What follows belongs to an exercise in optimizing a design on an open flow for small area and a short achievable clock period; a production flow would make more cautious choices. RTL that was checked went through simulation tests only; none was proved equivalent to the original. Function not checked in run 6: the RTL went through the layout flow alone. Power figures rest on the tool's default switching activity, not on a simulated workload.

==> design/flow/config.mk <==
export PLATFORM = sky130hd
export DESIGN_NAME = branch_unit
export DESIGN_NICKNAME = branch_unit
export VERILOG_FILES = /design/flow/design.v
export SDC_FILE = /design/flow/constraint.sdc
export NUM_CORES = 4
export LEC_CHECK = 0
export ABC_AREA = 1
export CAP_MARGIN = 20
export CORE_MARGIN = 2
export CORE_UTILIZATION = 40
export CTS_BUF_LIST = sky130_fd_sc_hd__clkbuf_8
export CTS_CLUSTER_DIAMETER = 60
export CTS_CLUSTER_SIZE = 16
export PLACE_DENSITY = 0.9
export SETUP_SLACK_MARGIN = 2.0
export SLEW_MARGIN = 20
export TNS_END_PERCENT = 0
==> design/flow/constraint.sdc <==
create_clock -name core_clock -period 6.5 [get_ports {clk}]
set_input_delay 1.3000 -clock core_clock [delete_from_list [all_inputs] [get_ports {clk}]]
set_output_delay 1.3000 -clock core_clock [all_outputs]
set_load 0.01 [all_outputs]
==> design/flow/design.v <==
package rv32i_types;
    typedef logic [31:0] rv32i_word;
    typedef enum logic [6:0] {
        op_br  = 7'b1100011,
        op_jal = 7'b1101111
    } rv32i_opcode;
    typedef enum logic [2:0] {
        beq  = 3'b000,
        bne  = 3'b001,
        blt  = 3'b100,
        bge  = 3'b101,
        bltu = 3'b110,
        bgeu = 3'b111
    } branch_funct3_t;
    typedef logic [1:0] counter_t;
    localparam counter_t counter_init = 2'b01;  
    typedef union packed {
        struct packed {
            logic           imm12;
            logic [5:0]     imm10_5;
            logic [4:0]     rs2;
            logic [4:0]     rs1;
            branch_funct3_t funct3;
            logic [3:0]     imm4_1;
            logic           imm11;
            rv32i_opcode    opcode;
        } b_view;
        struct packed {
            logic        imm20;
            logic [9:0]  imm10_1;
            logic        imm11;
            logic [7:0]  imm19_12;
            logic [4:0]  rd;
            rv32i_opcode opcode;
        } j_view;
    } instr_u;
endpackage
module branch_unit (
    input  logic        clk,
    input  logic        rst,
    input  logic        stall_id,
    input  logic        stall_ex,
    input  logic [31:0] fetch_addr,
    input  logic [31:0] pc_id,
    input  logic [31:0] instr_id,
    input  logic [31:0] rs1_val,
    input  logic [31:0] rs2_val,
    output logic        br_take,
    output logic        br_en,
    output logic        mispred,
    output logic        redirect,
    output logic [31:0] target
);
    logic        dec_br;
    logic        dec_jal;
    logic [31:0] imm_b;
    logic [31:0] imm_j;
    logic [31:0] imm_id;
    logic        ex_we;
    assign dec_br  = (instr_id[6:0] == 7'b1100011);
    assign dec_jal = (instr_id[6:0] == 7'b1101111);
    assign imm_b   = {{20{instr_id[31]}}, instr_id[7], instr_id[30:25], instr_id[11:8], 1'b0};
    assign imm_j   = {{12{instr_id[31]}}, instr_id[19:12], instr_id[20], instr_id[30:21], 1'b0};
    assign imm_id  = dec_jal ? imm_j : imm_b;
    assign ex_we   = !stall_ex || rst;
    logic       is_branch;
    logic       is_jal;
    logic [2:0] funct3;
    always_ff @(posedge clk) begin
        if (ex_we) begin
            is_branch <= dec_br & ~rst;
            is_jal    <= dec_jal & ~rst;
            target    <= (pc_id + imm_id) & {32{~rst}};
        end
    end
    always_ff @(posedge clk) begin
        if (!stall_ex) funct3 <= instr_id[14:12];
    end
    logic [31:0] cmp_lt [6];
    logic [31:0] cmp_gt [6];
    assign cmp_lt[0] = {1'b0, ~rs1_val[30:0] & rs2_val[30:0]};
    assign cmp_gt[0] = {1'b0, rs1_val[30:0] & ~rs2_val[30:0]};
    for (genvar l = 1; l < 6; l++) begin : g_cmp
        for (genvar j = 0; j < (32 >> l); j++) begin : g_node
            assign cmp_lt[l][j] = cmp_lt[l-1][2*j+1] | (~cmp_gt[l-1][2*j+1] & cmp_lt[l-1][2*j]);
            assign cmp_gt[l][j] = cmp_gt[l-1][2*j+1] | (~cmp_lt[l-1][2*j+1] & cmp_gt[l-1][2*j]);
        end
        assign cmp_lt[l][31:(32 >> l)] = '0;
        assign cmp_gt[l][31:(32 >> l)] = '0;
    end
    logic lo_lt, lo_gt, hi_lt, hi_gt, eq, lt, ltu, cond, update;
    assign lo_lt = cmp_lt[5][0];
    assign lo_gt = cmp_gt[5][0];
    assign hi_lt = ~rs1_val[31] & rs2_val[31];
    assign hi_gt = rs1_val[31] & ~rs2_val[31];
    assign eq    = ~(hi_lt | hi_gt | lo_lt | lo_gt);
    assign ltu   = hi_lt | (~hi_gt & lo_lt);
    assign lt    = hi_gt | (~hi_lt & lo_lt);
    always_comb begin
        case (funct3)
            3'b000:  cond = eq;
            3'b001:  cond = !eq;
            3'b100:  cond = lt;
            3'b101:  cond = !lt;
            3'b110:  cond = ltu;
            3'b111:  cond = !ltu;
            default: cond = 1'b0;
        endcase
    end
    assign br_en  = is_jal | (is_branch & cond);
    assign update = is_branch & ~stall_ex;
    logic [3:0] ghr;
    logic [1:0] gpht [16];
    logic [3:0] lht  [32];
    logic [1:0] lpht [16];
    logic [1:0] cht  [32];
    logic [4:0] id_row,  ex_row;
    logic [3:0] id_gidx, ex_gidx;
    logic [1:0] id_gctr, ex_gctr;
    logic [3:0] id_hist, ex_hist;
    logic [1:0] id_lctr, ex_lctr;
    logic [1:0] id_ch,   ex_ch;
    function automatic logic [1:0] sat(input logic [1:0] c, input logic up);
        if (up) sat = (c == 2'b11) ? c : c + 2'b01;
        else    sat = (c == 2'b00) ? c : c - 2'b01;
    endfunction
    logic [1:0] gnxt, lnxt, chnxt;
    logic [3:0] hnxt, ghr_nxt;
    assign gnxt    = sat(ex_gctr, cond);
    assign lnxt    = sat(ex_lctr, cond);
    assign hnxt    = {ex_hist[2:0], cond};
    assign ghr_nxt = {ghr[2:0], cond};
    assign chnxt   = (ex_lctr[1] ^ ex_gctr[1]) ? sat(ex_ch, ex_lctr[1] ^ cond) : ex_ch;
    logic [1:0] gpht_wd, lpht_wd, cht_wd;
    logic [3:0] lht_wd, ghr_wd;
    assign gpht_wd = {gnxt[1] & ~rst, gnxt[0] | rst};
    assign lpht_wd = {lnxt[1] & ~rst, lnxt[0] | rst};
    assign cht_wd  = {chnxt[1] & ~rst, chnxt[0] | rst};
    assign lht_wd  = hnxt & {4{~rst}};
    assign ghr_wd  = ghr_nxt & {4{~rst}};
    always_ff @(posedge clk) begin
        if (update || rst) ghr <= ghr_wd;
    end
    for (genvar i = 0; i < 16; i++) begin : g_pht
        always_ff @(posedge clk) begin
            if ((update && ex_gidx == i) || rst) gpht[i] <= gpht_wd;
            if ((update && ex_hist == i) || rst) lpht[i] <= lpht_wd;
        end
    end
    for (genvar i = 0; i < 32; i++) begin : g_row
        always_ff @(posedge clk) begin
            if ((update && ex_row == i) || rst) begin
                lht[i] <= lht_wd;
                cht[i] <= cht_wd;
            end
        end
    end
    logic [4:0]  row;
    logic [31:0] row_oh;
    logic [31:0] lht_col [4];
    logic [31:0] cht_col [2];
    logic [15:0] lp0, lp1;
    logic [3:0]  lh_row;
    logic [1:0]  ch_row;
    assign row = fetch_addr[6:2];
    for (genvar i = 0; i < 32; i++) begin : g_oh
        assign row_oh[i] = (row == i);
        for (genvar k = 0; k < 4; k++) begin : g_l
            assign lht_col[k][i] = lht[i][k];
        end
        assign cht_col[0][i] = cht[i][0];
        assign cht_col[1][i] = cht[i][1];
    end
    for (genvar i = 0; i < 16; i++) begin : g_p1
        assign lp0[i] = lpht[i][0];
        assign lp1[i] = lpht[i][1];
    end
    for (genvar k = 0; k < 4; k++) begin : g_lh
        assign lh_row[k] = |(row_oh & lht_col[k]);
    end
    assign ch_row[0] = |(row_oh & cht_col[0]);
    assign ch_row[1] = |(row_oh & cht_col[1]);
    function automatic logic [15:0] dec16(input logic [3:0] x);
        dec16 = 16'd1 << x;
    endfunction
    logic       row_hit;
    logic [2:0] gi_hi;
    logic [3:0] gidx_if, hist_if, lhb;
    logic [1:0] gctr_if, lctr_if, ch_if;
    logic [1:0] g_lo, g_hi, g_raw, l_row, l_hb, l_raw;
    logic       g_fwd, l_fwd;
    assign row_hit = update && (row == ex_row);
    assign gi_hi   = (update ? ghr[2:0] : ghr[3:1]) ^ row[3:1];
    assign gidx_if = {gi_hi, (update ? cond : ghr[0]) ^ row[0]};
    assign g_lo    = gpht[{gi_hi, 1'b0}];
    assign g_hi    = gpht[{gi_hi, 1'b1}];
    assign g_raw   = gidx_if[0] ? g_hi : g_lo;
    assign g_fwd   = update && (gidx_if == ex_gidx);
    assign gctr_if = g_fwd ? gnxt : g_raw;
    assign lhb     = {ex_hist[2:0], cond};
    assign l_row[0] = |(dec16(lh_row) & lp0);
    assign l_row[1] = |(dec16(lh_row) & lp1);
    assign l_hb    = cond ? lpht[{ex_hist[2:0], 1'b1}] : lpht[{ex_hist[2:0], 1'b0}];
    assign hist_if = row_hit ? lhb : lh_row;
    assign l_raw   = row_hit ? l_hb : l_row;
    assign l_fwd   = update && (row_hit ? (lhb == ex_hist) : (lh_row == ex_hist));
    assign lctr_if = l_fwd ? lnxt : l_raw;
    assign ch_if   = row_hit ? chnxt : ch_row;
    always_ff @(posedge clk) begin
        if (!stall_id || rst) begin
            id_row  <= row     & {5{~rst}};
            id_gidx <= gidx_if & {4{~rst}};
            id_gctr <= gctr_if & {2{~rst}};
            id_hist <= hist_if & {4{~rst}};
            id_lctr <= lctr_if & {2{~rst}};
            id_ch   <= ch_if   & {2{~rst}};
        end
    end
    always_ff @(posedge clk) begin
        if (!stall_ex) begin
            ex_row  <= id_row;
            ex_gidx <= id_gidx;
            ex_gctr <= id_gctr;
            ex_hist <= id_hist;
            ex_lctr <= id_lctr;
            ex_ch   <= id_ch;
        end
    end
    assign br_take = ch_if[1] ? gctr_if[1] : lctr_if[1];
    logic take_ex;
    assign take_ex  = ex_ch[1] ? ex_gctr[1] : ex_lctr[1];
    assign mispred  = update & (take_ex ^ cond);
    assign redirect = mispred | is_jal;
endmodule
==> design/flow/flow/run.sh <==
#!/bin/bash
# The standard layout, with plain buf_1 cells as the port buffers instead of the
# delay cells buffer_ports picks by default (the resizer sizes them up where the
# timing needs it). Every tool's output goes to a log file in this folder.
set -euo pipefail
export BUFFER_PORTS_ARGS="-buffer_cell sky130_fd_sc_hd__buf_1"
bash standard.sh finish > standard_make.log 2>&1
==> design/flow/standard.sh <==
#!/bin/bash
# synth_recipe.tcl (not shown) runs the flow's synth.tcl, then flattens the netlist and writes it again
# the make line also repeats each setting of config.mk as NAME=value (left out here)
make -C /OpenROAD-flow-scripts/flow DESIGN_CONFIG=/design/flow/config.mk WORK_HOME=/design/flow/orfs CLKGATE_MAP_FILE= SYNTH_SCRIPT=/design/flow/synth_recipe.tcl "${@:-finish}"
==> results of run 1 <==
==> timing repair <==
action / 4_1_cts / 5_1_grt
buffers inserted: 33 / 17
gates cloned: 5 / 0
endpoints found under the hold margin: 0 / 0
pin swaps: 48 / 61
setup endpoints to repair: 13 / 19
gates resized for setup: 104 / 79
==> registers in the layout, indices dropped and copies added (netlist names) <==
signal / count
is_branch: 1
gpht: 32
id_ch: 2
ex_gidx: 4
lpht: 32
ex_lctr: 2
is_jal: 1
id_hist: 4
ghr: 4
target: 32
cht: 64
id_row: 5
ex_row: 5
ex_ch: 2
lht: 128
ex_hist: 4
id_gctr: 2
id_lctr: 2
id_gidx: 4
funct3: 3
ex_gctr: 2
==> routing by layer <==
metal | up-vias | share of wire [%]
met3 | 168 | 11
met2 | 912 | 48
met1 | 6755 | 37
met4 | 0 | 3.7
met5 | - | 0
li1 | 6518 | -
==> power by group through the flow <==
stage / Clock [W] / Sequential (W) / Combinational (W)
floorplan: 0 / 0.00279 / 0.000553
global placement: 0 / 0.00279 / 0.000805
detailed placement: 0 / 0.00281 / 0.000831
CTS: 0.00108 / 0.00276 / 0.000921
global route: 0.00115 / 0.00278 / 0.00110
finish: 0.00107 / 0.00276 / 0.00101
==> metrics by stage <==
stage	std cells	cell area, µm²	util, %	power (W)	hold WS, ns
global placement	2435	18440	43.67	0.003600	0.4009
CTS	2505	19590	46.39	0.004758	0.4127
floorplan	1748	17230	-	0.003345	0.4003
global route	2522	19990	47.34	0.005036	0.4173
detailed placement	2435	18440	43.67	0.003638	0.4045
finish	2522	19990	47.34	0.004845	0.4034
==> how the worst max path moves through the flow <==
stage                             start  slack (ns)  cells past startpoint       to
after floorplan           fetch_addr[5]        2.01                     21  br_take
after global placement    fetch_addr[3]        0.68                     24  br_take
after detailed placement  fetch_addr[3]        0.59                     24  br_take
after CTS                 fetch_addr[4]        1.44                     26  br_take
after global routing      fetch_addr[2]        1.16                     23  br_take
final                     fetch_addr[2]        1.32                     25  br_take
==> cell usage after synthesis (all sizes together), types with 9 or more instances <==
cell    count  area, µm²
xor2       10      95.10
nor2      162      708.2
a21oi      75      386.6
nand3     123      690.7
nand2     414       1628
clkbuf     17      63.81
a22oi       9      67.56
nor3       13      101.4
inv       236      900.9
ha         32      400.4
edfxtp    335      10060
buf        20      163.9
o22ai      10      62.56
a221oi     13      113.9
o21ai     135      686.9
a22o        9      78.83
a211oi      9      77.57
nand4      57      356.6
==> logic make-up (layout without fill, tap and decap cells) <==
logic type	after synthesis	after routing	share of synthesized area, %
multiplexers	4	4	0.2618
flip-flops	335	335	58.46
AO/OA/AOI/OAI	299	299	10.38
XOR/XNOR	15	15	0.8072
buffers and inverters	273	508	6.559
AND/OR/NAND/NOR	789	789	21.08
adder cells (fa/ha/maj)	33	33	2.443
==> cell type report <==
cell class | instances | area, µm²
fillers | 3668 | 22240
flip-flops and latches | 335 | 10060
multi-input cells | 1140 | 6555
repair buffers | 237 | 1300
inverters | 236 | 968.4
well taps | 539 | 674.4
clock buffers | 26 | 357.8
clock inverters | 6 | 52.55
repair inverters | 3 | 22.52
==> worst max-delay path, delay by kind of cell <==
kind	cells	cell delay, ns
buf+inv	6	0.67
simple gates	19	1.89
==> cell usage in the layout (no fill, tap or decap), types with 24 or more instances in the layout <==
master and count:
o21ai_1 24, a21oi_1 67, edfxtp_1 335, nand4_1 57, nand3_1 96, nand2_1 373, inv_2 24, inv_1 196
buf_1 164, nor2_1 128, nand2_2 26, buf_4 53, ha_1 32, o21ai_0 103, clkbuf_8 26
==> impl_metrics.tcl, run 1 <==
set metrics [dict create \
    power_density_nw_per_um2 242.3 \
    final.setup.tns_ns 0 \
    synth_cells 1748 \
    timing.max_slew.rel_slack_pct 22.67 \
    worst_pin_slew_ns 1.148 \
    num_rows 75 \
    yosys_warnings 9 \
    cts_root_buffer "clkbuf_8" \
    arrival_ns 3.88 \
    critPathMaxStageDelay_ns 0.29 \
    area_growth_pct 16.18 \
    grt_usage_pct 20.83 \
    grt_pass1_vias 13895 \
    setup_slack_ns 1.317 \
    worstSetupPathType "in -> out" \
    antenna_found_initial 0 \
    switchingPower_w 0.001466 \
    cp.required_ns 5.20 \
    p_comb_share_pct 20.9 \
    postCtsHoldBufs 0 \
    dieHeight_um 211.4 \
    wl_per_cell_um 18.88 \
    drtIter0Drc 1721 \
    synth-edff-count 335 \
    clk_pin_slew_ns 0.10 \
    ir_drop_uv 148.3 \
    internal_power_w 0.003378 \
    p_sw_share_pct 30.27 \
    rsz0062_at_grt "true" \
    status "no timing/DRC/antenna violations" \
    tritoncts "done" \
    use_met1_pct 26.40 \
    initial_core_util_pct 40.75 \
    setup_viol 0 \
    grt_max_degree 56 \
    rr_worst_depth 7 \
    pwr-share-clk_pct 22.1 \
    r2r_end "id_ch[0]$_DFFE_PP_" \
    insertion_delay_ns 0.63 \
    hold_class "reg -> reg" \
    cp_slowest_cell "nor2_4" \
    grt.busiest_layer "met2" \
    n_antenna_cell 0 \
    finalHoldViolations 0 \
    worstReg2RegStart "cht[23][0]$_DFFE_PP_" \
    r2r_setup_slack_ns 3.50 \
    leakagePower_nw 8.029 \
    io_pins 200 \
    io_buffers 172 \
    grtUsageMet2_pct 35.56 \
    fin_skew_ns 0.04146 \
    post-place-ws_ns 0.5928 \
    fp.dieW_um 211.4 \
    crit_path_frequent_cell "nand2_2" \
    ys_ff_latch 335 \
    holdPathEnd "ex_gidx[2]$_DFFE_PN_" \
    synthArstFlopShare_pct 0 \
    synthDistinctLibCells 66 \
    timing.fmax_ghz 0.1929 \
    maxCapViolCount 0 \
    place_congestion 0.9602 \
    via_per_inst 5.691 \
    dp_hpwl_um 32500 \
    cts_buffer_depth 3 \
    fin_crit_sh_pct 79.74 \
    fin_nets 2176 \
    synth_area_um2 17210 \
    drc 0 \
    cts_buffers 26 \
    grt_overflow_total 0 \
    ant_nets 0 \
    clock_sinks 335 \
    startpoint_type "primary input" \
    firstDrtPassIters 6 \
    period_minus_slack_ns 5.183 \
    grtUsageMet3_pct 4.258 \
    report.final.slew_viol_count 0 \
    synth_flop_cell "edfxtp_1" \
    min_path_cells 0 \
    hp-start "id_gidx[2]$_DFFE_PP_" \
    grt_pass1_wl_um 73470 \
    seq_power_share_pct 57.1 \
    end_kind "primary output" \
    vias 14353 \
    worstPathMaxFanout 6 \
    drive_gt1_share_pct 15.23 \
    totalWireLength_um 47620 \
    core_area_um2 42230 \
    design.die.area_um2 44690 \
    cts.htree.levels 1 \
    seq_area_frac_synth_pct 58.46 \
    syn_area_per_cell_um2 9.844 \
    syn_nets 1945 \
]
==> run 2, diff against run 1 <==
--- a/design/flow/config.mk
+++ b/design/flow/config.mk
@@ -12,7 +12,7 @@
 export CTS_BUF_LIST = sky130_fd_sc_hd__clkbuf_8
 export CTS_CLUSTER_DIAMETER = 60
 export CTS_CLUSTER_SIZE = 16
-export PLACE_DENSITY = 0.9
-export SETUP_SLACK_MARGIN = 2.0
+export PLACE_DENSITY = 0.8
+export SETUP_SLACK_MARGIN = 4.0
 export SLEW_MARGIN = 20
 export TNS_END_PERCENT = 0
==> impl_metrics.tcl, run 2 <==
set metrics [dict create \
    status "no timing/DRC/antenna violations" \
    synth_area_um2 17210 \
    cts_buffers 29 \
    grt_overflow_total 0 \
    clock_sinks 335 \
    synth_flop_cell "edfxtp_1" \
    yosys_warnings 9 \
    syn_area_per_cell_um2 9.844 \
    report.final.slew_viol_count 0 \
    synthTopCellsByCount "400 x nand2_1, 335 x edfxtp_1, 203 x inv_1" \
    ys_ff_latch 335 \
    synth.top_cell.area_share_pct 58.46 \
    tritoncts "done" \
    cts_buffer_depth 3 \
    arrival_ns 3.84 \
    insertion_delay_ns 0.66 \
    vias 13996 \
    firstDrtPassIters 5 \
    timing.max_slew.rel_slack_pct 19.04 \
    multi_input_area_um2 6472 \
    synthArstFlopShare_pct 0 \
    hold_class "reg -> reg" \
    drive_gt1_share_pct 14.73 \
    crit_path_frequent_cell "nand2_2" \
    place_congestion 0.9437 \
    design.die.area_um2 44690 \
    syn_nets 1945 \
    ant_nets 0 \
    cp_slowest_cell "o22ai_1" \
    cts_root_buffer "clkbuf_8" \
    dieHeight_um 211.4 \
    fp.dieW_um 211.4 \
    seq_area_frac_synth_pct 58.46 \
    worstReg2RegStart "cht[11][0]$_DFFE_PP_" \
    timing.fmax_ghz 0.1945 \
    fin_nets 2184 \
    num_rows 75 \
    initial_core_util_pct 40.75 \
    final_util_pct 47.51 \
    worstSetupPathType "in -> out" \
    synth_cells 1748 \
    core_area_um2 42230 \
    io_pins 200 \
    layout_commonest_cell "nand2_1" \
    grt_pass1_vias 13606 \
    end_kind "primary output" \
    final_cell_mix "380 x nand2_1, 335 x edfxtp_1, 201 x inv_1" \
    drc 0 \
    power_density_nw_per_um2 248.4 \
    period_minus_slack_ns 5.141 \
    totalWireLength_um 46130 \
    cp.required_ns 5.20 \
    dp_hpwl_um 32320 \
    largest_register "lht" \
    drtIter0Drc 1355 \
    fill_cells 3747 \
    synthDistinctLibCells 66 \
    io_buffers 172 \
    area_growth_pct 16.59 \
    cts.htree.levels 1 \
    synth_top_area_cell "edfxtp_1" \
    antenna_found_initial 0 \
    path_cells "buf_4 > buf_6 > nand3_2 > o22ai_1 > a211oi_2 > and2_4 > nand2_2 > nor2_8 > buf_4 > buf_6 > nand4_1 > nand3_1 > nor2_1 > nand3_1 > nand2_1 > inv_1 > nand2_2 > nand2_2 > nand2_2 > nand2_2 > buf_6" \
    critPathMaxStageDelay_ns 0.29 \
    startpoint "fetch_addr[6]" \
    finalHoldViolations 0 \
    fin_crit_sh_pct 79.09 \
    top_regs "lht: 128 flops, cht: 64 flops" \
    wl_per_cell_um 18.19 \
    via_per_inst 5.519 \
    grt_max_degree 56 \
    final.setup.tns_ns 0 \
    setup_viol 0 \
    regArea_um2 10060 \
    worstPathMaxFanout 24 \
    fin_skew_ns 0.04571 \
    largest_reg_flops 128 \
    ir_drop_uv 168.2 \
    synth-edff-count 335 \
    synth.most_common_cell "nand2_1" \
    hp-start "id_row[4]$_DFFE_PP_" \
    worst_pin_slew_ns 1.184 \
    synth_top_cells_by_area "edfxtp_1 58%, nand2_1 8.7%, inv_1 4.4%, o21ai_0 3.4%, nor2_1 3.2%" \
    clk_pin_slew_ns 0.11 \
    maxCapViolCount 0 \
    rsz0062_at_grt "true" \
    grt_usage_pct 20.38 \
    leakagePower_nw 8.087 \
    grt_pass1_wl_um 71900 \
    startpoint_type "primary input" \
]
run 2: final timing paths:
kind / end / slack [ns] / depth (start not counted)
worst max-delay path: br_take / 1.36 / 21
worst min-delay path: ex_row[4]$_DFFE_PN_ / 0.41 / 0
worst max register to register: id_ch[0]$_DFFE_PP_ / 3.38 / 8
worst min register to register: ex_row[4]$_DFFE_PN_ / 0.41 / 0
run 2: routing by layer:
metal  routed length [µm]  vias to the layer above  global-route usage, %  part of all wire (%)
li1                     -                     6549                      -                     -
met1                18190                     6594                  26.34                    39
met2                22510                      734                  35.20                    49
met3                 3905                      119                  3.308                   8.5
met4                 1535                        0                  6.168                   3.3
met5                    0                        -                      0                     0
run 2: area by class of cell:
class | instances | share of cell area [%]
well taps | 539 | 3.362
clock inverters | 11 | 0.6736
flip-flops and latches | 335 | 50.15
repair inverters | 2 | 0.07485
clock buffers | 29 | 1.990
diodes | 1 | 0.01247
inverters | 236 | 4.859
repair buffers | 242 | 6.618
multi-input cells | 1141 | 32.26
run 2: metrics by stage:
stage | std cells | hold WS, ns | power, W | area, µm² | setup WS, ns
after floorplan | 1748 | 0.4003 | 0.003350 | 17270 | 2.017
after global placement | 2438 | 0.4006 | 0.003614 | 18480 | 0.7433
after detailed placement | 2439 | 0.4045 | 0.003645 | 18480 | 0.7205
after CTS | 2510 | 0.3894 | 0.004918 | 19630 | 1.439
after global routing | 2535 | 0.4122 | 0.005178 | 20060 | 1.246
final | 2536 | 0.4091 | 0.004984 | 20060 | 1.359
run 2: kinds of logic (layout without fill, tap and decap cells):
kind of cell               count (synthesis)  in the layout  share of synthesized area [%]
muxes                                      4              4                         0.2618
and+or+nand+nor                          789            790                          21.08
adders and majority gates                 33             33                          2.443
DFF                                      335            335                          58.46
AOI/OAI and AO/OA                        299            299                          10.38
other                                      0              1                              0
xor gates and xnor gates                  15             15                         0.8072
buffers and inverters                    273            520                          6.559
run 2: timing repair:
action / 4_1_cts / 5_1_grt
pin swaps: 38 / 36
gates resized for setup: 92 / 67
endpoints found under the hold margin: 0 / 0
endpoints found under the setup margin: 495 / 496
hold buffers: 0 / 0
buffers inserted: 28 / 22
gates cloned: 3 / 1
run 2: critical path, delay by kind of cell:
family                 cells  cell delay [ns]
AND/OR/NAND/NOR           13             1.31
buffers and inverters      6             0.85
AO/OA/AOI/OAI              2             0.37
run 2: where the power goes:
group | leakage [nW] | internal (W) | switching (W) | total, W
Clock | 0.279 | 0.000478 | 0.000758 | 0.00124
Combinational | 4.45 | 0.000324 | 0.000663 | 0.000987
Sequential | 3.36 | 0.00267 | 0.0000867 | 0.00276
Total | 8.09 | 0.00348 | 0.00151 | 0.00498
==> run 3, diff against run 2 <==
--- a/design/flow/config.mk
+++ b/design/flow/config.mk
@@ -12,7 +12,8 @@
 export CTS_BUF_LIST = sky130_fd_sc_hd__clkbuf_8
 export CTS_CLUSTER_DIAMETER = 60
 export CTS_CLUSTER_SIZE = 16
+export GPL_ROUTABILITY_DRIVEN = 0
 export PLACE_DENSITY = 0.8
-export SETUP_SLACK_MARGIN = 4.0
+export SETUP_SLACK_MARGIN = 2.0
 export SLEW_MARGIN = 20
 export TNS_END_PERCENT = 0
==> impl_metrics.tcl, run 3 <==
set metrics [dict create \
    status "no timing/DRC/antenna violations" \
    report.final.slew_viol_count 0 \
    cts_root_buffer "clkbuf_8" \
    ant_nets 0 \
    fin_nets 2177 \
    fin_skew_ns 0.07022 \
    dp_hpwl_um 31590 \
    final.setup.tns_ns 0 \
    cts_buffer_depth 3 \
    via_per_inst 5.628 \
    synthTopCellsByCount "400 x nand2_1, 335 x edfxtp_1, 203 x inv_1" \
    r2r_setup_slack_ns 3.49 \
    fill_cells 3717 \
    design.die.area_um2 44690 \
    syn_nets 1945 \
    instances_no_fill 2531 \
    synth_area_um2 17210 \
    drive_gt1_share_pct 13.81 \
    synth_top_cells_by_area "edfxtp_1 58%, nand2_1 8.7%, inv_1 4.4%, o21ai_0 3.4%, nor2_1 3.2%" \
    antenna_found_initial 1 \
    ir_drop_uv 181.3 \
    grt_overflow_total 0 \
    initial_core_util_pct 40.75 \
    worst_pin_slew_ns 1.140 \
    drtIter0Drc 1751 \
    period_minus_slack_ns 5.201 \
    synthArstFlopShare_pct 0 \
    ys_ff_latch 335 \
    yosys_warnings 9 \
    finalHoldViolations 0 \
    synth.top_cell.area_share_pct 58.46 \
    leakagePower_nw 8.053 \
    final_cell_mix "386 x nand2_1, 335 x edfxtp_1, 199 x inv_1" \
    final_util_pct 47.35 \
    totalWireLength_um 46270 \
    rr_worst_depth 8 \
    rsz0062_at_grt "true" \
    grt_max_degree 59 \
    timing.max_slew.rel_slack_pct 23.20 \
    wl_per_cell_um 18.28 \
    synth.most_common_cell "nand2_1" \
    post-place-ws_ns 0.6471 \
    arrival_ns 3.90 \
    synthDistinctLibCells 66 \
    end_kind "primary output" \
    insertion_delay_ns 0.65 \
    syn_area_per_cell_um2 9.844 \
    area_growth_pct 16.20 \
    grt_pass1_vias 13817 \
    grt_pass1_wl_um 71890 \
    drc 0 \
    min_path_cells 0 \
    tritoncts "done" \
    worstSetupPathType "in -> out" \
    cts_buffers 28 \
    seq_area_frac_synth_pct 58.46 \
    dieHeight_um 211.4 \
    largest_reg_flops 128 \
    postCtsHoldBufs 0 \
    hold_class "reg -> reg" \
    grt_usage_pct 20.35 \
    io_buffers 172 \
    io_pins 200 \
    num_rows 75 \
    worstPathMaxFanout 8 \
    cp.required_ns 5.20 \
    firstDrtPassIters 6 \
    clock_sinks 335 \
    layout_commonest_cell "nand2_1" \
    setup_viol 0 \
    vias 14245 \
    fin_crit_sh_pct 80.01 \
    synth-edff-count 335 \
    setup_slack_ns 1.299 \
    startpoint_type "primary input" \
    core_area_um2 42230 \
    power_density_nw_per_um2 249.1 \
    fp.dieW_um 211.4 \
    clk_pin_slew_ns 0.10 \
    timing.fmax_ghz 0.1923 \
    synth_top_area_cell "edfxtp_1" \
    top_regs "lht: 128 flops, cht: 64 flops" \
    largest_register "lht" \
    place_inst 2437 \
    synth_flop_cell "edfxtp_1" \
    cts.htree.levels 1 \
    synth_cells 1748 \
    maxCapViolCount 0 \
]
-- run 3: changes by cell type in the layout (fill, tap and decap cells not counted), moves of 4 or more --
cell | before | now
a21oi_2 | 8 | 4
inv_8 | 8 | 4
a21oi_1 | 65 | 70
buf_4 | 55 | 51
nand2_1 | 380 | 386
buf_6 | 11 | 5
nand2_2 | 21 | 17
inv_4 | 6 | 10
buf_8 | 1 | 5
o21ai_0 | 103 | 107
-- run 3: final timing paths --
kind / endpoint / start
worst min register to register: ex_row[3]$_DFFE_PN_ / id_row[3]$_DFFE_PP_
worst max register to register: id_ch[0]$_DFFE_PP_ / cht[11][0]$_DFFE_PP_
worst max-delay path: br_take / fetch_addr[2]
worst min-delay path: ex_row[3]$_DFFE_PN_ / id_row[3]$_DFFE_PP_
-- run 3: final cells by class --
class                           instances  area, µm²  area share [%]
Antenna cell                            1      2.502         0.01252
Clock buffer                           28      385.4           1.927
Clock inverter                         13      155.1          0.7760
Inverter                              236      958.4           4.793
Multi-Input combinational cell       1141       6426           32.14
Sequential cell                       335      10060           50.31
Tap cell                              539      674.4           3.373
Timing Repair Buffer                  236       1318           6.589
Timing Repair inverter                  2      15.01         0.07509
-- run 3: critical path: stages --
cell and delay (ns):
buf_8 0.13, buf_6 0.13, nand2_8 0.07, inv_8 0.06
nand3_4 0.10, inv_4 0.04, nand2_2 0.05, o21ai_1 0.06
nor2_1 0.13, nand4_1 0.21, nor2_4 0.25, nand2_4 0.13
nor2_4 0.25, nand4_1 0.15, nand3_1 0.12, nor2_1 0.05
nand3_1 0.09, nand2_1 0.07, inv_2 0.07, nand2_2 0.06
nand2_1 0.08, nand2_1 0.07, nand2_1 0.08, buf_6 0.11
-- run 3: through the flow --
| stage | hold slack (ns) | total power [W] | cell area, µm² |
|---|---|---|---|
| floorplan | 0.4003 | 0.003345 | 17230 |
| global placement | 0.4025 | 0.003595 | 18450 |
| detailed placement | 0.4054 | 0.003634 | 18450 |
| CTS | 0.4012 | 0.004929 | 19800 |
| global route | 0.4138 | 0.005182 | 19990 |
| finish | 0.3869 | 0.004980 | 19990 |
-- run 3: logic make-up after synthesis --
kind of cell,count (synthesis),share of synthesized area (%)
adder cells (fa/ha/maj),33,2.443
flip-flops,335,58.46
buffers and inverters,273,6.559
AO/OA/AOI/OAI,299,10.38
multiplexers,4,0.2618
AND/OR/NAND/NOR,789,21.08
XOR/XNOR,15,0.8072
-- run 3: power by group --
group / switching [W] / internal (W)
clock: 0.000728 / 0.000497
combinational: 0.000668 / 0.000326
sequential: 0.0000874 / 0.00267
total: 0.00148 / 0.00350
-- run 3: what timing repair did --
action	4_1_cts	5_1_grt
setup endpoints to repair	11	12
pin swaps	40	28
cloned	4	0
buffers inserted	35	11
resized for setup	111	25
-- run 3: routing by layer --
layer	share of wire [%]	track usage (%)	vias to the layer above
met2	48	34.86	893
met5	0	0	-
met4	3.6	6.702	0
li1	-	-	6527
met3	11	3.916	175
met1	38	25.95	6650
==> run 4, diff against run 3 <==
--- a/design/flow/config.mk
+++ b/design/flow/config.mk
@@ -12,7 +12,6 @@
 export CTS_BUF_LIST = sky130_fd_sc_hd__clkbuf_8
 export CTS_CLUSTER_DIAMETER = 60
 export CTS_CLUSTER_SIZE = 16
-export GPL_ROUTABILITY_DRIVEN = 0
 export PLACE_DENSITY = 0.8
 export SETUP_SLACK_MARGIN = 2.0
 export SLEW_MARGIN = 20
==> impl_metrics.tcl, run 4 <==
set metrics [dict create \
    wl_per_cell_um 18.33 \
    grt_overflow_total 0 \
    stdcell_area_um2 19980 \
    io_buffers 172 \
    insertion_delay_ns 0.66 \
    synth_flop_cell "edfxtp_1" \
    grt_pass1_vias 13671 \
    postCtsHoldBufs 0 \
    post-place-ws_ns 0.6369 \
    largest_reg_flops 128 \
    setup_viol 0 \
    fin_crit_sh_pct 78.28 \
    finalHoldViolations 0 \
    startpoint_type "primary input" \
    place_congestion 0.9175 \
    num_rows 75 \
    seq_power_share_pct 55.3 \
    worst_pin_slew_ns 1.173 \
    drive_gt1_share_pct 14.51 \
    grt_pass1_wl_um 72350 \
    syn_area_per_cell_um2 9.844 \
    pwr-share-clk_pct 25.5 \
    worstPathMaxFanout 5 \
    area_growth_pct 16.14 \
    drtIter0Drc 1421 \
    syn_nets 1945 \
    setup_slack_ns 1.412 \
    layout_commonest_cell "nand2_1" \
    p_sw_share_pct 30.37 \
    synth-edff-count 335 \
    design.die.area_um2 44690 \
    synth_cells 1748 \
    grt_max_degree 53 \
    cts_buffer_depth 3 \
    worstReg2RegStart "cht[11][0]$_DFFE_PP_" \
    ant_nets 0 \
    critPathMaxStageDelay_ns 0.26 \
    fp.dieW_um 211.4 \
    p_comb_share_pct 19.2 \
    totalWireLength_um 46420 \
    clock_sinks 335 \
    holdPathEnd "ex_row[1]$_DFFE_PN_" \
    cp.required_ns 5.20 \
    cts_buffers 30 \
    tritoncts "done" \
    top_regs "lht: 128 flops, cht: 64 flops" \
    status "no timing/DRC/antenna violations" \
    internal_power_w 0.003481 \
    largest_register "lht" \
    ir_drop_uv 151.1 \
    io_pins 200 \
    hold_class "reg -> reg" \
    initial_core_util_pct 40.75 \
    worstSetupPathType "in -> out" \
    end_kind "primary output" \
    antenna_found_initial 0 \
    rsz0062_at_grt "true" \
    vias 14024 \
    synthDistinctLibCells 66 \
    cp_slowest_cell "nor2_4" \
    via_per_inst 5.539 \
    timing.max_slew.rel_slack_pct 19.77 \
    clk_pin_slew_ns 0.10 \
    firstDrtPassIters 6 \
    timing.fmax_ghz 0.1965 \
    ys_ff_latch 335 \
    final.setup.tns_ns 0 \
    critPathTopFamily "simple AND/OR/NAND/NOR gates" \
    seq_area_frac_synth_pct 58.46 \
    crit_path_frequent_cell "nand2_1" \
    switchingPower_w 0.001518 \
    path_cells "buf_8 > buf_8 > nand2_8 > inv_6 > nand3_4 > inv_4 > nand2_2 > o21ai_2 > nor2_1 > nand4_1 > nor2_4 > nand2_4 > o21ai_4 > xor2_1 > o21bai_4 > nor2_2 > nand3_2 > nand2_2 > nand2_1 > nand2_1 > nand2_1 > buf_6" \
    hp-start "id_row[1]$_DFFE_PP_" \
    post_dp_cell_area_um2 18450 \
    power_density_nw_per_um2 250.1 \
    synth.top_cell.area_share_pct 58.46 \
    leakagePower_nw 8.035 \
    synth_area_um2 17210 \
    report.final.slew_viol_count 0 \
    synth_top_cells_by_area "edfxtp_1 58%, nand2_1 8.7%, inv_1 4.4%, o21ai_0 3.4%, nor2_1 3.2%" \
    core_area_um2 42230 \
    fin_skew_ns 0.05222 \
    cts.htree.levels 1 \
    period_minus_slack_ns 5.088 \
    fill_cells 3832 \
    arrival_ns 3.79 \
    synth_top_area_cell "edfxtp_1" \
    dp_hpwl_um 32620 \
    cts_root_buffer "clkbuf_8" \
    r2r_setup_slack_ns 3.42 \
    grt_usage_pct 20.55 \
    rr_worst_depth 8 \
    drc 0 \
    fin_nets 2175 \
    dieHeight_um 211.4 \
    r2r_end "id_ch[0]$_DFFE_PP_" \
    min_path_cells 0 \
    synth.most_common_cell "nand2_1" \
    yosys_warnings 9 \
    worst-path-buf-inv 5 \
    synthTopCellsByCount "400 x nand2_1, 335 x edfxtp_1, 203 x inv_1" \
    synthArstFlopShare_pct 0 \
    maxCapViolCount 0 \
    final_cell_mix "380 x nand2_1, 335 x edfxtp_1, 200 x inv_1" \
]
==> run 4: final cells by class <==
class                      count  area, µm²  share of cell area [%]
clock buffer                  30      412.9                   2.066
sequential                   335      10060                   50.34
antenna                        1      2.502                 0.01252
inverter                     236      953.4                   4.771
timing repair inverter         2      15.01                 0.07513
tap                          539      674.4                   3.375
multi-input combinational   1140       6452                   32.29
timing repair buffer         233       1249                   6.248
clock inverter                16      165.2                  0.8264
==> run 4: logic make-up after synthesis <==
group	count (synthesis)	synth area share (%)
buffers and inverters	273	6.559
AOI/OAI and AO/OA	299	10.38
and+or+nand+nor	789	21.08
adders and majority gates	33	2.443
xor gates and xnor gates	15	0.8072
muxes	4	0.2618
DFF	335	58.46
==> run 4: layer usage <==
metal,up-vias,part of all wire [%],track usage (%)
li1,6531,-,-
met4,2,3.3,5.852
met2,715,48,35.25
met5,-,0.11,0
met1,6650,39,26.55
met3,126,9.5,3.916
==> run 4: worst max path at each step <==
stage / from / endpoint / slack, ns / cells after the start
global placement: fetch_addr[3] / br_take / 0.69 / 24
detailed placement: fetch_addr[3] / br_take / 0.64 / 24
finish: fetch_addr[4] / br_take / 1.41 / 22
global route: rs2_val[14] / br_take / 1.27 / 26
floorplan: fetch_addr[5] / br_take / 2.01 / 21
CTS: fetch_addr[5] / br_take / 1.44 / 22
==> run 4: what timing repair did <==
item | CTS | global route
gates cloned | 3 | 0
gates resized for setup | 83 | 65
pin swaps | 27 | 36
setup endpoints to repair | 12 | 21
buffers inserted | 35 | 10
==> run 4: power groups by stage <==
stage	registers [W]	clock network [W]	logic (W)
detailed placement	0.00281	0	0.000836
global placement	0.00280	0	0.000812
global route	0.00278	0.00136	0.00106
finish	0.00276	0.00128	0.000961
floorplan	0.00279	0	0.000553
CTS	0.00276	0.00128	0.000911
==> run 4: metrics by stage <==
step,power (W),instances,util [%],hold WS (ns)
detailed placement,0.003644,2436,43.69,0.4045
floorplan,0.003345,1748,-,0.4003
global placement,0.003610,2436,43.69,0.4017
finish,0.004999,2532,47.32,0.3903
global route,0.005203,2531,47.32,0.4123
CTS,0.004954,2520,46.60,0.4058
==> run 5, diff against run 4 <==
--- a/design/flow/config.mk
+++ b/design/flow/config.mk
@@ -8,7 +8,7 @@
 export ABC_AREA = 1
 export CAP_MARGIN = 20
 export CORE_MARGIN = 2
-export CORE_UTILIZATION = 40
+export CORE_UTILIZATION = 55
 export CTS_BUF_LIST = sky130_fd_sc_hd__clkbuf_8
 export CTS_CLUSTER_DIAMETER = 60
 export CTS_CLUSTER_SIZE = 16
==> impl_metrics.tcl, run 5 <==
set metrics [dict create \
    end_kind "primary output" \
    firstDrtPassIters 6 \
    arrival_ns 3.92 \
    crit_cells 24 \
    rsz0062_at_grt "true" \
    synth-simple-area-share_pct 21.08 \
    largest_reg_flops 128 \
    drtIter0Drc 1685 \
    grt_overflow_total 0 \
    antenna_found_initial 0 \
    final_cell_mix "385 x nand2_1, 335 x edfxtp_1, 206 x inv_1" \
    regArea_um2 10060 \
    cts_root_buffer "clkbuf_8" \
    leakagePower_nw 8.016 \
    period_minus_slack_ns 5.217 \
    timing.max_slew.rel_slack_pct 23.29 \
    synth_compound_area_share_pct 10.38 \
    timing.fmax_ghz 0.1917 \
    via_per_inst 5.880 \
    synth.area.mux_share_pct 0.2618 \
    worstReg2RegStart "cht[11][0]$_DFFE_PP_" \
    holdWs_ns 0.4198 \
    top_regs "lht: 128 flops, cht: 64 flops" \
    synthTopCellsByCount "400 x nand2_1, 335 x edfxtp_1, 203 x inv_1" \
    wl_per_cell_um 18.63 \
    critPathMaxStageDelay_ns 0.23 \
    synth_area_um2 17210 \
    synth-edff-count 335 \
    worstPathMaxFanout 7 \
    fill_cells 2364 \
    multi_input_area_um2 6457 \
    initial_core_util_pct 56.10 \
    instances_no_fill 2381 \
    synth_top_area_cell "edfxtp_1" \
    worst-path-buf-inv 6 \
    num_rows 64 \
    area_growth_pct 14.49 \
    ys_ff_latch 335 \
    critPathCapture "br_take" \
    synth_xor_area_share_pct 0.8072 \
    syn_nets 1945 \
    totalWireLength_um 44360 \
    final.setup.tns_ns 0 \
    grt_pass1_wl_um 70320 \
    vias 14001 \
    drc 0 \
    fin_crit_sh_pct 80.27 \
    core_area_um2 30670 \
    critPathTopFamily "simple AND/OR/NAND/NOR gates" \
    power_density_nw_per_um2 253.1 \
    synthDistinctLibCells 66 \
    yosys.area_share.adder_pct 2.443 \
    dp_hpwl_um 30840 \
    synth_top_family_by_area "simple AND/OR/NAND/NOR gates" \
    path_cells "buf_1 > buf_6 > nor2_4 > buf_12 > nand3_2 > nor2_1 > inv_1 > o21ai_1 > nor2_2 > nand4_1 > nor2_4 > nand2_4 > nor2_4 > nand4_1 > nand3_2 > nor2_2 > nand3_1 > nand2_1 > inv_1 > nand2_2 > nand2_1 > nand2_1 > nand2_2 > buf_6" \
    synth_cells 1748 \
    synthArstFlopShare_pct 0 \
    setup_viol 0 \
    status "no timing/DRC/antenna violations" \
    final_util_pct 64.23 \
    fin_total_pwr_w 0.004985 \
    clock_sinks 335 \
    maxCapViolCount 0 \
    ir_drop_uv 166.3 \
    cp.required_ns 5.20 \
    worstSetupPathType "in -> out" \
    syn_area_per_cell_um2 9.844 \
    seq_area_frac_synth_pct 58.46 \
    design.die.area_um2 32720 \
    dieHeight_um 180.9 \
    grt_pass1_vias 13426 \
    finalHoldViolations 0 \
    synth_flop_cell "edfxtp_1" \
    report.final.slew_viol_count 0 \
    io_pins 200 \
    grt_usage_pct 26.81 \
    clk_pin_slew_ns 0.10 \
    layout_commonest_cell "nand2_1" \
    worst_pin_slew_ns 1.122 \
    r2r_end "id_ch[0]$_DFFE_PP_" \
    grt_max_degree 55 \
    hold_class "reg -> reg" \
    largest_register "lht" \
    r2r_setup_slack_ns 3.53 \
    n_antenna_cell 0 \
    cts.htree.levels 1 \
    startpoint_type "primary input" \
    fin_skew_ns 0.03043 \
    tritoncts "done" \
    fp.dieW_um 180.9 \
    place_congestion 0.9200 \
    insertion_delay_ns 0.63 \
    cts_buffers 29 \
    cp_slowest_cell "nor2_4" \
    io_buffers 172 \
    synth_top_cells_by_area "edfxtp_1 58%, nand2_1 8.7%, inv_1 4.4%, o21ai_0 3.4%, nor2_1 3.2%" \
    synth.most_common_cell "nand2_1" \
    cts_buffer_depth 3 \
    startpoint "fetch_addr[3]" \
    ant_nets 0 \
    drive_gt1_share_pct 13.40 \
    synth.top_cell.area_share_pct 58.46 \
    place_inst 2294 \
    fin_nets 2165 \
    rr_worst_depth 8 \
    yosys_warnings 9 \
]
## run 5: cell count changes in the layout (fill, tap and decap cells not counted), moves of 3 or more
cell,delta
a211oi_2,-3
a21oi_1,+3
buf_4,-8
buf_8,-3
inv_1,+6
nand2_1,+5
nand2_2,-7
nand3_2,-4
nand3_4,+5
## run 5: worst min-delay path by stage
| stage | startpoint | to | slack [ns] | depth (start not counted) |
|---|---|---|---|---|
| 2_1_floorplan | id_ch[0]$_DFFE_PP_ | ex_ch[0]$_DFFE_PN_ | 0.40 | 0 |
| 3_3_place_gp | id_gidx[0]$_DFFE_PP_ | ex_gidx[0]$_DFFE_PN_ | 0.40 | 0 |
| 3_5_place_dp | id_lctr[0]$_DFFE_PP_ | ex_lctr[0]$_DFFE_PN_ | 0.41 | 0 |
| 4_1_cts | id_row[2]$_DFFE_PP_ | ex_row[2]$_DFFE_PN_ | 0.41 | 0 |
| 5_1_grt | id_row[2]$_DFFE_PP_ | ex_row[2]$_DFFE_PN_ | 0.43 | 0 |
| 6_report | id_row[2]$_DFFE_PP_ | ex_row[2]$_DFFE_PN_ | 0.42 | 0 |
## run 5: cells by family after synthesis
family	Yosys count
muxes	4
and+or+nand+nor	789
buffers and inverters	273
DFF	335
AOI/OAI and AO/OA	299
adders and majority gates	33
xor gates and xnor gates	15
## run 5: routing by layer
| metal | wire (µm) | part of all wire (%) | vias up | track usage [%] |
|---|---|---|---|---|
| met1 | 17440 | 39 | 6533 | 36.14 |
| li1 | - | - | 6516 | - |
| met4 | 1521 | 3.4 | 0 | 8.323 |
| met2 | 20960 | 47 | 815 | 44.93 |
| met3 | 4446 | 10 | 137 | 4.193 |
| met5 | 0 | 0 | - | 0 |
## run 5: power by group
group          switching (W)  total, W  leakage, nW  internal [W]
Combinational       0.000653  0.000958         4.33      0.000305
Clock               0.000745   0.00126        0.328      0.000520
Sequential         0.0000876   0.00276         3.36       0.00268
## run 5: area by class of cell
| type | instances | area share (%) |
|---|---|---|
| Timing Repair inverter | 2 | 0.07621 |
| Multi-Input combinational cell | 1140 | 32.78 |
| Sequential cell | 335 | 51.06 |
| Timing Repair Buffer | 224 | 5.665 |
| Clock buffer | 29 | 2.026 |
| Inverter | 236 | 4.922 |
| Tap cell | 396 | 2.515 |
| Clock inverter | 19 | 0.9527 |
## run 5: stage by stage
step | instance area (µm²) | setup WS [ns]
2_1_floorplan | 17230 | 2.010
5_1_grt | 19700 | 1.130
3_5_place_dp | 18280 | 0.5794
6_report | 19700 | 1.283
3_3_place_gp | 18280 | 0.6536
4_1_cts | 19660 | 1.413
## run 5: repair_timing
action / in CTS / in global routing
hold buffers: 0 / 0
pin swaps: 53 / 3
gates resized for setup: 119 / 6
endpoints found under the setup margin: 6 / 15
setup buffers: 33 / 2
cloned: 2 / 0
==> run 6, diff against run 5 <==
--- a/design/flow/design.v
+++ b/design/flow/design.v
@@ -226,7 +226,11 @@
             ex_ch   <= id_ch;
         end
     end
-    assign br_take = ch_if[1] ? gctr_if[1] : lctr_if[1];
+    logic [1:0] bt;
+    for (genvar x = 0; x < 2; x++) begin : g_bt
+        assign bt[x] = ch_if[1] ? gctr_if[1] : (l_fwd ? lnxt[1] : (row_hit ? l_hb[1] : x[0]));
+    end
+    assign br_take = l_row[1] ? bt[1] : bt[0];
     logic take_ex;
     assign take_ex  = ex_ch[1] ? ex_gctr[1] : ex_lctr[1];
     assign mispred  = update & (take_ex ^ cond);
--- a/design/flow/config.mk
+++ b/design/flow/config.mk
@@ -8,7 +8,7 @@
 export ABC_AREA = 1
 export CAP_MARGIN = 20
 export CORE_MARGIN = 2
-export CORE_UTILIZATION = 55
+export CORE_UTILIZATION = 40
 export CTS_BUF_LIST = sky130_fd_sc_hd__clkbuf_8
 export CTS_CLUSTER_DIAMETER = 60
 export CTS_CLUSTER_SIZE = 16
==> impl_metrics.tcl, run 6 <==
set metrics [dict create \
    status "no timing/DRC/antenna violations" \
    period_minus_slack_ns 5.286 \
    synthArstFlopShare_pct 0 \
    dp_hpwl_um 32070 \
    synth_top_area_cell "edfxtp_1" \
    totalWireLength_um 47460 \
    clk_pin_slew_ns 0.10 \
    grt_usage_pct 20.38 \
    final_cell_mix "352 x nand2_1, 335 x edfxtp_1, 177 x inv_1" \
    crit_path_frequent_cell "buf_6" \
    core_area_um2 41020 \
    worst-path-buf-inv 8 \
    synth.most_common_cell "nand2_1" \
    syn_nets 1896 \
    synth_cells 1699 \
    switchingPower_w 0.001447 \
    final_util_pct 49.03 \
    hold_class "reg -> reg" \
    report.final.slew_viol_count 0 \
    pwr-share-clk_pct 21.7 \
    grt_pass1_wl_um 70150 \
    synth_flop_cell "edfxtp_1" \
    layout_commonest_cell "nand2_1" \
    worstSetupPathType "in -> out" \
    grt_pass1_vias 13359 \
    antenna_found_initial 0 \
    insertion_delay_ns 0.60 \
    critPathTopFamily "simple AND/OR/NAND/NOR gates" \
    postCtsHoldBufs 0 \
    p_sw_share_pct 29.56 \
    rsz0062_at_grt "true" \
    finalHoldViolations 0 \
    drtIter0Drc 1842 \
    path_cells "buf_6 > buf_8 > nand3_1 > inv_1 > a22o_1 > inv_1 > nand4_1 > nor2_2 > nand2_1 > buf_6 > o21ai_4 > o21ai_2 > nor3_4 > buf_4 > nand4_1 > nand2_4 > nand2_2 > nand2_2 > inv_2 > buf_6" \
    design.die.area_um2 43460 \
    seq_area_frac_synth_pct 60.16 \
    cp_slowest_cell "a22o_1" \
    timing.max_slew.rel_slack_pct 24.00 \
    power_density_nw_per_um2 243.5 \
    ys_ff_latch 335 \
    firstDrtPassIters 6 \
    startpoint_type "primary input" \
    maxCapViolCount 0 \
    place_congestion 0.9491 \
    synth.top_cell.area_share_pct 60.16 \
    fin_total_pwr_w 0.004897 \
    dieHeight_um 208.5 \
    fin_nets 2171 \
    p_comb_share_pct 22.0 \
    grt_max_degree 44 \
    tritoncts "done" \
    fill_cells 3541 \
    leakagePower_nw 8.070 \
    end_kind "primary output" \
    clock_sinks 335 \
    synth_top_cells_by_area "edfxtp_1 60%, nand2_1 8.9%, inv_1 4.2%, nand3_1 3.7%, o21ai_0 3.6%" \
    via_per_inst 5.609 \
    cp.required_ns 5.20 \
    ir_drop_uv 163.4 \
    internal_power_w 0.003449 \
    seq_power_share_pct 56.3 \
    initial_core_util_pct 40.77 \
    num_rows 74 \
    synthTopCellsByCount "397 x nand2_1, 335 x edfxtp_1, 189 x inv_1" \
    yosys_warnings 9 \
    vias 14102 \
    worst_pin_slew_ns 1.128 \
    synth-edff-count 335 \
    largest_reg_flops 128 \
    syn_area_per_cell_um2 9.842 \
    cts_buffer_depth 3 \
    largest_register "lht" \
    timing.fmax_ghz 0.1892 \
    post-place-ws_ns 0.7077 \
    setup_viol 0 \
    ant_nets 0 \
    worstPathMaxFanout 31 \
    top_regs "lht: 128 flops, cht: 64 flops" \
    final.setup.tns_ns 0 \
    drc 0 \
    cts_root_buffer "clkbuf_8" \
    fin_skew_ns 0.02505 \
    arrival_ns 3.99 \
    io_pins 200 \
    cts.htree.levels 1 \
    critPathMaxStageDelay_ns 0.23 \
    setup_slack_ns 1.214 \
    area_growth_pct 20.26 \
    io_buffers 172 \
    fp.dieW_um 208.5 \
    synth_area_um2 16720 \
    drive_gt1_share_pct 17.22 \
    r2r_setup_slack_ns 1.82 \
    cts_buffers 26 \
    fin_crit_sh_pct 81.32 \
    synthDistinctLibCells 57 \
    grt_overflow_total 0 \
    wl_per_cell_um 18.88 \
]
-- run 6: final timing paths --
kind         cells past startpoint                    to                 start
min reg2reg                      0  ex_hist[1]$_DFFE_PN_  id_hist[1]$_DFFE_PP_
max reg2reg                     32  id_lctr[1]$_DFFE_PP_   is_branch$_DFFE_PP_
min                              0  ex_hist[1]$_DFFE_PN_  id_hist[1]$_DFFE_PP_
max                             20               br_take         fetch_addr[6]
-- run 6: kinds of logic after synthesis --
kind of cell             Yosys count  synth area share (%)
buffers and inverters            241                 5.567
adder cells (fa/ha/maj)           33                 2.514
XOR/XNOR                          19                0.9951
AND/OR/NAND/NOR                  771                 20.04
flip-flops                       335                 60.16
multiplexers                       4                0.2693
AO/OA/AOI/OAI                    296                 10.46
-- run 6: worst reg2reg max path, delay by kind of cell (launching register included) --
kind / cells / cell delay [ns]
and+or+nand+nor: 8 / 1.04
buffers and inverters: 20 / 2.56
AOI/OAI and AO/OA: 3 / 0.43
xor gates and xnor gates: 1 / 0.18
DFF: 1 / 0.34
-- run 6: cell type report --
cell class	instances	area [µm²]	area share, %
Sequential cell	335	10060	50.02
Multi-Input combinational cell	1124	6459	32.12
Timing Repair Buffer	281	1683	8.368
Inverter	205	809.5	4.025
Tap cell	532	665.6	3.310
Clock buffer	27	371.6	1.848
Clock inverter	7	48.80	0.2426
Timing Repair inverter	1	8.758	0.04355
Antenna cell	2	5.005	0.02489
-- run 6: layer usage --
layer	routed length, µm	track usage, %	vias to the layer above
met5	0	0	-
met4	1770	6.400	0
met3	4929	3.758	159
met2	22590	35.23	860
met1	18170	25.95	6605
li1	-	-	6478
-- run 6: metrics by stage --
| stage | cell area (µm²) | hold slack (ns) | instances |
|---|---|---|---|
| after floorplan | 16850 | 0.4003 | 1699 |
| after global placement | 18100 | 0.4012 | 2384 |
| after detailed placement | 18100 | 0.4045 | 2384 |
| after CTS | 19180 | 0.4194 | 2462 |
| after global routing | 20110 | 0.4306 | 2512 |
| final | 20110 | 0.4236 | 2514 |
-- run 6: power by group through the flow --
stage / Combinational (W) / Clock, W / Sequential [W]
6_report: 0.00108 / 0.00106 / 0.00276
5_1_grt: 0.00117 / 0.00114 / 0.00278
4_1_cts: 0.000936 / 0.00107 / 0.00275
3_5_place_dp: 0.000790 / 0 / 0.00280
3_3_place_gp: 0.000766 / 0 / 0.00279
2_1_floorplan: 0.000516 / 0 / 0.00278
-- run 6: timing repair --
action                     in CTS  in global routing
setup endpoints to repair      18                 26
resized for setup              83                142
setup buffers                  44                 46
cloned                          0                  2
pin swaps                      35                 73

what the ideal ports hide:
The flow's constraints put no driver on any port. The routed layouts listed below were extracted and timed again, unchanged, in two steps. Step 1: set_driving_cell puts a clkbuf_16 on clk and a buf_2 on each other input, an assumption about the parent block. Step 2 adds t to the input delays and takes it off the output delays; t is the mean of the earliest and latest rising clock arrival at the registers after step 1. Input paths then give back, and output paths get back, about the clock's delay inside the block. Slacks: ideal ports / drivers / drivers and shift; pairs: ideal ports / drivers.
run	t (ns)	setup slack, ns	worst slew at a driven data input, ns
run 1	0.651	1.317 / 1.239 / 1.134	0.11
run 2	0.682	1.359 / 1.272 / 1.134	0.10
run 3	0.672	1.299 / 1.206 / 1.166	0.12
run 4	0.693	1.412 / 1.331 / 1.094	0.12
run 5	0.659	1.283 / 1.224 / 1.137	0.06
run 6	0.639	1.214 / 1.150 / 0.635	0.11
After both steps every run listed still meets setup and hold. The setup slack of run 6, which loses most, moves by -0.064 ns with the drivers and by -0.579 ns with both steps.
